What follows belongs to an exercise in optimizing a design on an open flow for small area, a short achievable clock period and few clock cycles; a production flow would make more cautious choices. The RTL was checked by simulation tests, not by an equivalence proof against the original design. Power and IR drop assume default switching activity.

File: design/flow/run.sh
#!/bin/bash
# synth_recipe.tcl (not shown) runs the flow's synth.tcl, then flattens the netlist and writes it again
# the make line also repeats each setting of config.mk as NAME=value (left out here)
make -C /OpenROAD-flow-scripts/flow DESIGN_CONFIG=/design/flow/config.mk WORK_HOME=/design/flow/orfs CLKGATE_MAP_FILE= SYNTH_SCRIPT=/design/flow/synth_recipe.tcl finish
File: design/flow/design.v
package fmap_pkg;
    localparam int PIXEL_W    = 16;
    localparam int MAP_W      = 16;
    localparam int SEG_PIXELS = 16;   
    localparam int MEM_ADDR_W = 32;
    localparam int MEM_DATA_W = 32;
    localparam int PX_ADDR_W  = 20;
    localparam int LEN_W      = 4;    
    typedef logic [PIXEL_W-1:0]    pixel_t;
    typedef logic [MEM_DATA_W-1:0] mem_word_t;
    typedef logic [MEM_ADDR_W-1:0] mem_addr_t;
    typedef logic [PX_ADDR_W-1:0]  px_addr_t;
    typedef logic [MAP_W-1:0]      sparsity_map_t;
    typedef logic [4:0] pop_count_t;
    typedef logic [8:0] dim_t;
    typedef logic [9:0] fmap_cnt_t;
endpackage
`timescale 1ns/100ps
module sparse_fmap_loader (
    input  logic                         clk,
    input  logic                         rst_n,
    input  logic                         start,
    input  fmap_pkg::mem_addr_t          cfg_read_addr,
    input  fmap_pkg::dim_t               cfg_width,
    input  fmap_pkg::dim_t               cfg_height,
    input  fmap_pkg::fmap_cnt_t          cfg_num_fmap,
    output logic                         mem_req,
    output fmap_pkg::mem_addr_t          mem_addr,
    output logic [fmap_pkg::LEN_W-1:0]   mem_len,
    input  logic                         mem_grant,
    input  fmap_pkg::mem_word_t          mem_din,
    input  logic                         mem_vld,
    input  logic                         mem_fin,
    output logic                         px_req,
    input  logic                         px_grant,
    output fmap_pkg::px_addr_t           px_addr,
    output logic                         px_wr_vld,
    output fmap_pkg::pixel_t             px_dout,
    output logic                         track_write,
    output fmap_pkg::px_addr_t           track_din,
    output logic                         busy,
    output logic                         done
);
    logic [4:0] cseg_m1;    
    logic [9:0] cfm_m1;     
    logic [4:0] fcol;       
    logic [9:0] ffm;        
    logic [8:0] frow;       
    logic       f_last_row;
    logic       f_last_frame;
    assign f_last_row   = (fcol == 5'd0) && (ffm == 10'd0);
    assign f_last_frame = f_last_row && (frow == 9'd0);
    typedef enum logic [2:0] {I_IDLE, I_MAP, I_MWAIT, I_PIX, I_SLOT} istate_t;
    istate_t istate;
    logic    accept;
    logic        n_valid;    
    logic        n_have;     
    logic        n_ready;    
    logic        n_lr;       
    logic        n_lf;       
    logic [15:0] n_map;
    logic [4:0]  n_w;
    logic [3:0]  n_len;
    logic        ret_pix;
    logic [31:0] wbuf [8];
    logic [2:0]  wp;
    logic [2:0]  rp;
    logic [3:0]  freec;
    logic        wr;
    logic        adv;
    typedef enum logic [1:0] {B_EMPTY, B_REQ, B_BURST} bstate_t;
    bstate_t     bstate;
    logic [15:0] b_map;      
    logic        b_lr;
    logic        b_lf;
    logic [3:0]  beat;
    logic        half;       
    logic [4:0]  zleft;      
    logic        bit_set;
    logic        last_beat;
    logic        move;
    logic        half_n;
    logic        can_pix;
    logic [15:0] seg_cnt;    
    always_comb begin
        n_w = '0;
        for (int i = 0; i < 16; i++) n_w = n_w + 5'(n_map[i]);
    end
    assign n_len = 4'((n_w + 5'd1) >> 1);
    assign accept    = mem_req && mem_grant;
    assign wr        = mem_vld && ret_pix;
    assign bit_set   = b_map[15];
    assign last_beat = (bstate == B_BURST) && (beat == 4'd15);
    assign move      = n_ready && ((bstate == B_EMPTY) || last_beat);
    assign half_n = bit_set ? ~half : half;
    assign adv    = (bstate == B_BURST) && ((bit_set && half) || (last_beat && half_n));
    assign can_pix = ({1'b0, n_len} <= freec) ||
                     ((bstate == B_BURST) &&
                      ({1'b0, zleft} + {2'b00, n_len} <= {1'b0, freec, half} + 6'd2));
    assign px_dout = bit_set ? (half ? wbuf[rp][31:16] : wbuf[rp][15:0]) : 16'h0000;
    assign px_wr_vld = (bstate == B_BURST);
    assign px_addr   = {seg_cnt, 4'b0000};
    assign track_din = {seg_cnt, 4'b0000};
    always_ff @(posedge clk) begin
        if (wr) wbuf[wp] <= mem_din;
    end
    always_ff @(posedge clk) begin
        if (start) begin
            cseg_m1 <= 5'((cfg_width - 9'd1) >> 4);
            cfm_m1  <= cfg_num_fmap - 10'd1;
        end
    end
    always_ff @(posedge clk or negedge rst_n) begin
        if (!rst_n) begin
            fcol <= '0;
            ffm  <= '0;
            frow <= '0;
        end else if (start) begin
            fcol <= 5'((cfg_width - 9'd1) >> 4);
            ffm  <= cfg_num_fmap - 10'd1;
            frow <= cfg_height - 9'd1;
        end else if (accept && (istate == I_MAP)) begin
            if (fcol != 5'd0) begin
                fcol <= fcol - 5'd1;
            end else begin
                fcol <= cseg_m1;
                if (ffm != 10'd0) begin
                    ffm <= ffm - 10'd1;
                end else begin
                    ffm  <= cfm_m1;
                    frow <= frow - 9'd1;
                end
            end
        end
    end
    always_ff @(posedge clk or negedge rst_n) begin
        if (!rst_n) begin
            istate   <= I_IDLE;
            mem_req  <= 1'b0;
            mem_addr <= '0;
            mem_len  <= '0;
        end else begin
            if (accept) mem_addr <= mem_addr + {26'd0, mem_len, 2'b00};
            case (istate)
                I_IDLE: if (start) begin
                    mem_addr <= cfg_read_addr;
                    mem_len  <= 4'd1;
                    mem_req  <= 1'b1;
                    istate   <= I_MAP;
                end
                I_MAP: if (mem_grant) begin
                    mem_req <= 1'b0;
                    istate  <= I_MWAIT;
                end
                I_MWAIT: if (n_have) begin
                    if (n_w == 5'd0) begin
                        istate <= n_lf ? I_IDLE : I_SLOT;
                    end else if (can_pix) begin
                        mem_len <= n_len;
                        mem_req <= 1'b1;
                        istate  <= I_PIX;
                    end
                end
                I_PIX: if (mem_grant) begin
                    mem_req <= 1'b0;
                    istate  <= n_lf ? I_IDLE : I_SLOT;
                end
                I_SLOT: if (!n_valid || move) begin
                    mem_len <= 4'd1;
                    mem_req <= 1'b1;
                    istate  <= I_MAP;
                end
                default: istate <= I_IDLE;
            endcase
        end
    end
    always_ff @(posedge clk or negedge rst_n) begin
        if (!rst_n) begin
            n_valid <= 1'b0;
            n_have  <= 1'b0;
            n_ready <= 1'b0;
            n_lr    <= 1'b0;
            n_lf    <= 1'b0;
            ret_pix <= 1'b0;
        end else begin
            if (move) begin
                n_valid <= 1'b0;
                n_have  <= 1'b0;
                n_ready <= 1'b0;
            end
            if (accept && (istate == I_MAP)) begin
                n_valid <= 1'b1;
                n_lr    <= f_last_row;
                n_lf    <= f_last_frame;
            end
            if (mem_vld) begin
                if (!ret_pix) begin
                    n_have  <= 1'b1;
                    n_ready <= (mem_din[31:16] == 16'h0000);
                    ret_pix <= (mem_din[31:16] != 16'h0000);
                end else if (mem_fin) begin
                    n_ready <= 1'b1;
                    ret_pix <= 1'b0;
                end
            end
        end
    end
    always_ff @(posedge clk) begin
        if (mem_vld && !ret_pix) n_map <= mem_din[31:16];
    end
    always_ff @(posedge clk or negedge rst_n) begin
        if (!rst_n) begin
            wp    <= '0;
            rp    <= '0;
            freec <= 4'd8;
        end else begin
            if (wr) wp <= wp + 3'd1;
            if (adv) rp <= rp + 3'd1;
            freec <= freec - 4'(wr) + 4'(adv);
        end
    end
    always_ff @(posedge clk) begin
        if (move) begin
            b_map <= n_map;
            b_lr  <= n_lr;
            b_lf  <= n_lf;
        end else if (bstate == B_BURST) begin
            b_map <= {b_map[14:0], 1'b1};
        end
    end
    always_ff @(posedge clk or negedge rst_n) begin
        if (!rst_n) begin
            bstate      <= B_EMPTY;
            px_req      <= 1'b0;
            beat        <= '0;
            half        <= 1'b0;
            zleft       <= '0;
            seg_cnt     <= '0;
            track_write <= 1'b0;
            done        <= 1'b0;
            busy        <= 1'b0;
        end else begin
            track_write <= last_beat && b_lr;
            done        <= last_beat && b_lf;
            if (start) busy <= 1'b1;
            else if (done) busy <= 1'b0;
            if (start) seg_cnt <= '0;
            else if (last_beat) seg_cnt <= seg_cnt + 16'd1;
            case (bstate)
                B_REQ: if (px_grant) begin
                    px_req <= 1'b0;
                    bstate <= B_BURST;
                end
                B_BURST: begin
                    beat <= beat + 4'd1;
                    half <= last_beat ? 1'b0 : half_n;
                    if (!bit_set) zleft <= zleft - 5'd1;
                    if (last_beat) bstate <= B_EMPTY;
                end
                default: ;
            endcase
            if (move) begin
                bstate <= B_REQ;
                px_req <= 1'b1;
                zleft  <= 5'd16 - n_w;
            end
        end
    end
endmodule
File: design/flow/config.mk
export PLATFORM = sky130hd
export DESIGN_NAME = sparse_fmap_loader
export DESIGN_NICKNAME = sparse_fmap_loader
export VERILOG_FILES = /design/flow/design.v
export SDC_FILE = /design/flow/constraint.sdc
export NUM_CORES = 4
export LEC_CHECK = 0
export CAP_MARGIN = 20
export CORE_MARGIN = 2
export CORE_UTILIZATION = 40
export SLEW_MARGIN = 20
File: design/flow/constraint.sdc
create_clock -name core_clock -period 5.5 [get_ports {clk}]
set_input_delay 1.1000 -clock core_clock [delete_from_list [all_inputs] [get_ports {clk}]]
set_output_delay 1.1000 -clock core_clock [all_outputs]
set_load 0.01 [all_outputs]
==> summary.txt <==
STA
  – Unrepaired setup endpoints after global routing: true
  – Final worst path period share: 1.08
  – Achievable clock frequency: 168 MHz
  – Setup Skew: 0.0388 ns
  – Worst setup slack after layout: -0.445 ns
  – Sum Neg Setup Slack: -2.27 ns
  – Transition time at the pin with the least slew margin: 1.01 ns
  – Max transition margin: 0.326
  – Final number of setup-violating endpoints: 6
  – Total count of hold-check failures in the final report: 0
  – Hold_ws: 0.451 ns
  – Final critical path time including I/O delays and setup: 5.95 ns
  – Max-slew violations: 0

Yosys
  – Number of warnings printed during yosys synthesis: 1
  – Cells after synthesis: 1305
  – Netlist cell types: 60
  – Post-Syn Area: 0.0189 mm^2
  – Most common cell in the netlist: edfxtp_1
  – Synth top cells by count: edfxtp_1 (305), dfrtp_1 (111), nand2_1 (101)
  – Share of the synthesized area in the top cell type: 0.484
  – Leading area contributor after synthesis: edfxtp_1
  – Leading post-synthesis cells by cell area: edfxtp_1 (48%), dfrtp_1 (15%), mux4_2 (9.5%), ha_1 (2.9%), xnor2_1 (2.5%)
  – Predominant post-synthesis flop cell: edfxtp_1
  – Portion of the post-synthesis area used by sequential elements: 0.633
  – Count of state elements after synthesis: 417
  – Average cell area after synthesis: 14.5 um^2
  – Number of synthesized flops with an enable pin: 305
  – Async S/R FF share, synth: 0.269

Setup path
  – Required time reported for the critical path endpoint: 5.96 ns
  – Worst path bufs/invs: 4
  – Reg-to-reg critical path startpoint: n_map[15]$_DFFE_PP_
  – Reg2reg setup slack: -0.45 ns
  – Setup Crit Path Kind: flop to flop
  – Worst Setup EP: mem_len[3]$_DFFE_PN0P_
  – Crit path largest cell delay: 0.57 ns
  – Cell type group with the largest total delay on the critical path: adder cells
  – Type of origin of the critical path: flop
  – Crit path max fanout: 4
  – Critical path launch point: n_map[15]$_DFFE_PP_
  – Library cell contributing the largest single delay on the critical path: fa_2
  – Most repeated library cell on the critical path: fa_1
  – Levels on crit path: 23
  – Setup crit end kind: flop
  – Data arrival time of the worst path: 6.40 ns
  – Worst Reg-to-Reg Cells: 23
  – Cell Chain, Critical Path: fa_1 > inv_1 > fa_1 > inv_1 > fa_1 > inv_1 > fa_1 > inv_2 > ha_4 > fa_2 > ha_4 > nand2_2 > o221ai_4 > ha_4 > a21oi_2 > nand2_1 > xor2_1 > ha_1 > and4_1 > nand4_1 > o221a_2 > a21bo_4 > a22o_1
  – Reg-to-reg critical path endpoint: mem_len[3]$_DFFE_PN0P_

Detailed routing
  – Number of DRC markers after the initial detailed-route iteration: 817
  – WL/cell: 20.4 um
  – Number of vias per cell after detailed routing: 5.28
  – ANT nets after route: 0
  – Vias: 11400
  – Total length of routed wires: 44.2 mm
  – Count of TritonRoute iterations in the first routing pass: 5
  – Post-route DRC: 0

CTS
  – Clock transition time at the flip-flop clock pins of the worst setup and hold paths: 0.06 ns
  – # H-tree levels: 2
  – TritonCTS Sinks: 417
  – Clock tree buffer depth: 3
  – Hold buffer count at cts: 0
  – CTS tree: done
  – CTS root buffer: clkbuf_16
  – TritonCTS Buffers: 46
  – Latest clock arrival within the worst-skew pair: 0.60 ns

Cells and area
  – Number of nets in the finished design: 1678
  – Antenna Diode Count: 0
  – P&R area growth vs syn: 23.6%
  – Fraction of layout instances using a drive strength above 1: 0.164
  – Post-route cell area: 0.0234 mm^2

Placement
  – Placer Congestion: 0.840
  – HPWL after DPL: 29.1 mm
  – Dpl cell area: 0.0217 mm^2
  – IO buf count: 188

Status
  – Failing Checks: negative setup slack
  – Status: failed layout checks

Global route
  – Vias in the first global route: 11600
  – Antenna violations before repair: 1
  – Total grt overflow: 0
  – GRT Total Usage: 0.181
  – First-pass GRT wire length: 69.2 mm
  – Largest net degree at the start of global routing: 62

Die
  – Die width: 221 um
  – Total Die Area: 0.0490 mm^2
  – Die span in y: 221 um
  – Row count: 79
  – Initial core utilization: 0.406
  – # IOs: 197
  – Area inside the core boundary: 0.0466 mm^2

Run
  – Max_cap viols: 0

Power and ir drop
  – Worst vdd ir: 0.636 mV
  – Static power due to leakage: 8.35 nW
  – Pwr/cell area: 602 mW/mm^2

Worst hold path
  – Type of the worst min-delay path: flop to flop
-- report_power, final --
group | internal [mW] | switching, mW | total (mW)
registers | 3.97 | 0.533 | 4.50
logic | 3.48 | 3.00 | 6.49
clock network | 1.80 | 1.28 | 3.08
-- worst min path at each step --
| stage | endpoint | startpoint | cells after the start | slack, ns |
|---|---|---|---|---|
| after floorplan | b_lr$_DFFE_PP_ | n_lr$_DFFE_PN0P_ | 0 | 0.42 |
| after global routing | b_lr$_DFFE_PP_ | n_lr$_DFFE_PN0P_ | 0 | 0.48 |
| after CTS | track_write$_DFF_PN0_ | b_lr$_DFFE_PP_ | 1 | 0.45 |
| after detailed placement | b_lr$_DFFE_PP_ | n_lr$_DFFE_PN0P_ | 0 | 0.44 |
| after global placement | done$_DFF_PN0_ | b_lf$_DFFE_PP_ | 1 | 0.43 |
| final | b_lr$_DFFE_PP_ | n_lr$_DFFE_PN0P_ | 0 | 0.45 |
-- per-stage QoR --
stage          cells  power [mW]   util  setup slack, ns
6_report        2167        14.1  0.502           -0.445
5_1_grt         2167        15.1  0.502           -0.657
4_1_cts         2164        13.9  0.500           -0.460
3_5_place_dp    2075        10.7  0.466           -0.553
3_3_place_gp    2075        10.5  0.466           -0.437
2_1_floorplan   1312        8.35      -           -0.259
-- placed cells by master (no fill, tap or decap), drive strengths merged, types with 35 or more instances in the layout --
cell	count
mux4	80
nor3	35
buf	48
a21oi	41
xnor2	55
xor2	40
inv	68
ha	44
clkbuf	59
nor2	76
clkdlybuf4s50	186
edfxtp	305
nand2	101
dfrtp	111
o21ai	61
-- flip-flops by register name, indices dropped and copies added, names as in the netlist, 4 cells and up --
name and flops:
cfm_m1 10, ffm 10, fcol 5, mem_addr 32, seg_cnt 16, cseg_m1 5, beat 4, freec 4
frow 9, b_map 16, mem_len 4, zleft 5, wbuf 256, n_map 16
-- area by class of cell --
class / count / area [um^2]
Clock buffer: 59 / 1240
Clock inverter: 27 / 294
Fill cell: 3972 / 23200
Inverter: 66 / 248
Multi-Input combinational cell: 757 / 6620
Sequential cell: 417 / 12000
Tap cell: 607 / 759
Timing Repair Buffer: 234 / 2240
-- cells by family after synthesis --
kind of cell               share of synthesized area
AOI/OAI and AO/OA                             0.0481
and+or+nand+nor                               0.0863
other                                       0.000198
buffers and inverters                         0.0326
adders and majority gates                     0.0429
muxes                                          0.113
xor gates and xnor gates                      0.0440
DFF                                            0.633
-- layer usage --
metal | routed length [um] | vias to the layer above | global-route usage
met5 | 13 | - | 0
met4 | 864 | 2 | 0.0468
li1 | - | 5249 | -
met1 | 19900 | 5797 | 0.256
met3 | 2580 | 61 | 0.0312
met2 | 20800 | 330 | 0.290
-- what timing repair did --
action	CTS	global route
pin swaps	10	4
setup endpoints to repair	6	6
hold endpoints to repair	0	0
buffers inserted	3	3
resized for setup	5	9
Testbench counts, summed over its fixed seeds: cycles 41,133.

## separate check: timing with driven ports
No port has a modelled driver above. Below, the same layout with a new extraction and two added sets of constraints. Step 1, drivers: a clkbuf_16 drives clk and a buf_2 each remaining input, both assumed. Step 2, shift: input delay + t, output delay - t, t = (earliest + latest rising clock arrival at the registers) / 2. This alone moves slack from input paths to output paths. Three values: no drivers, after step 1, after step 2; two values: the first two.
t, ns: 0.632
slack for setup (ns): -0.445 / -0.445 / -0.445
slew at the worst register clock pin (ns): 0.06 / 0.06
worst slew at a driven data input, ns: 0.08
The setup slack of this run moves by 0.000 ns with the drivers and by 0.000 ns with both steps.
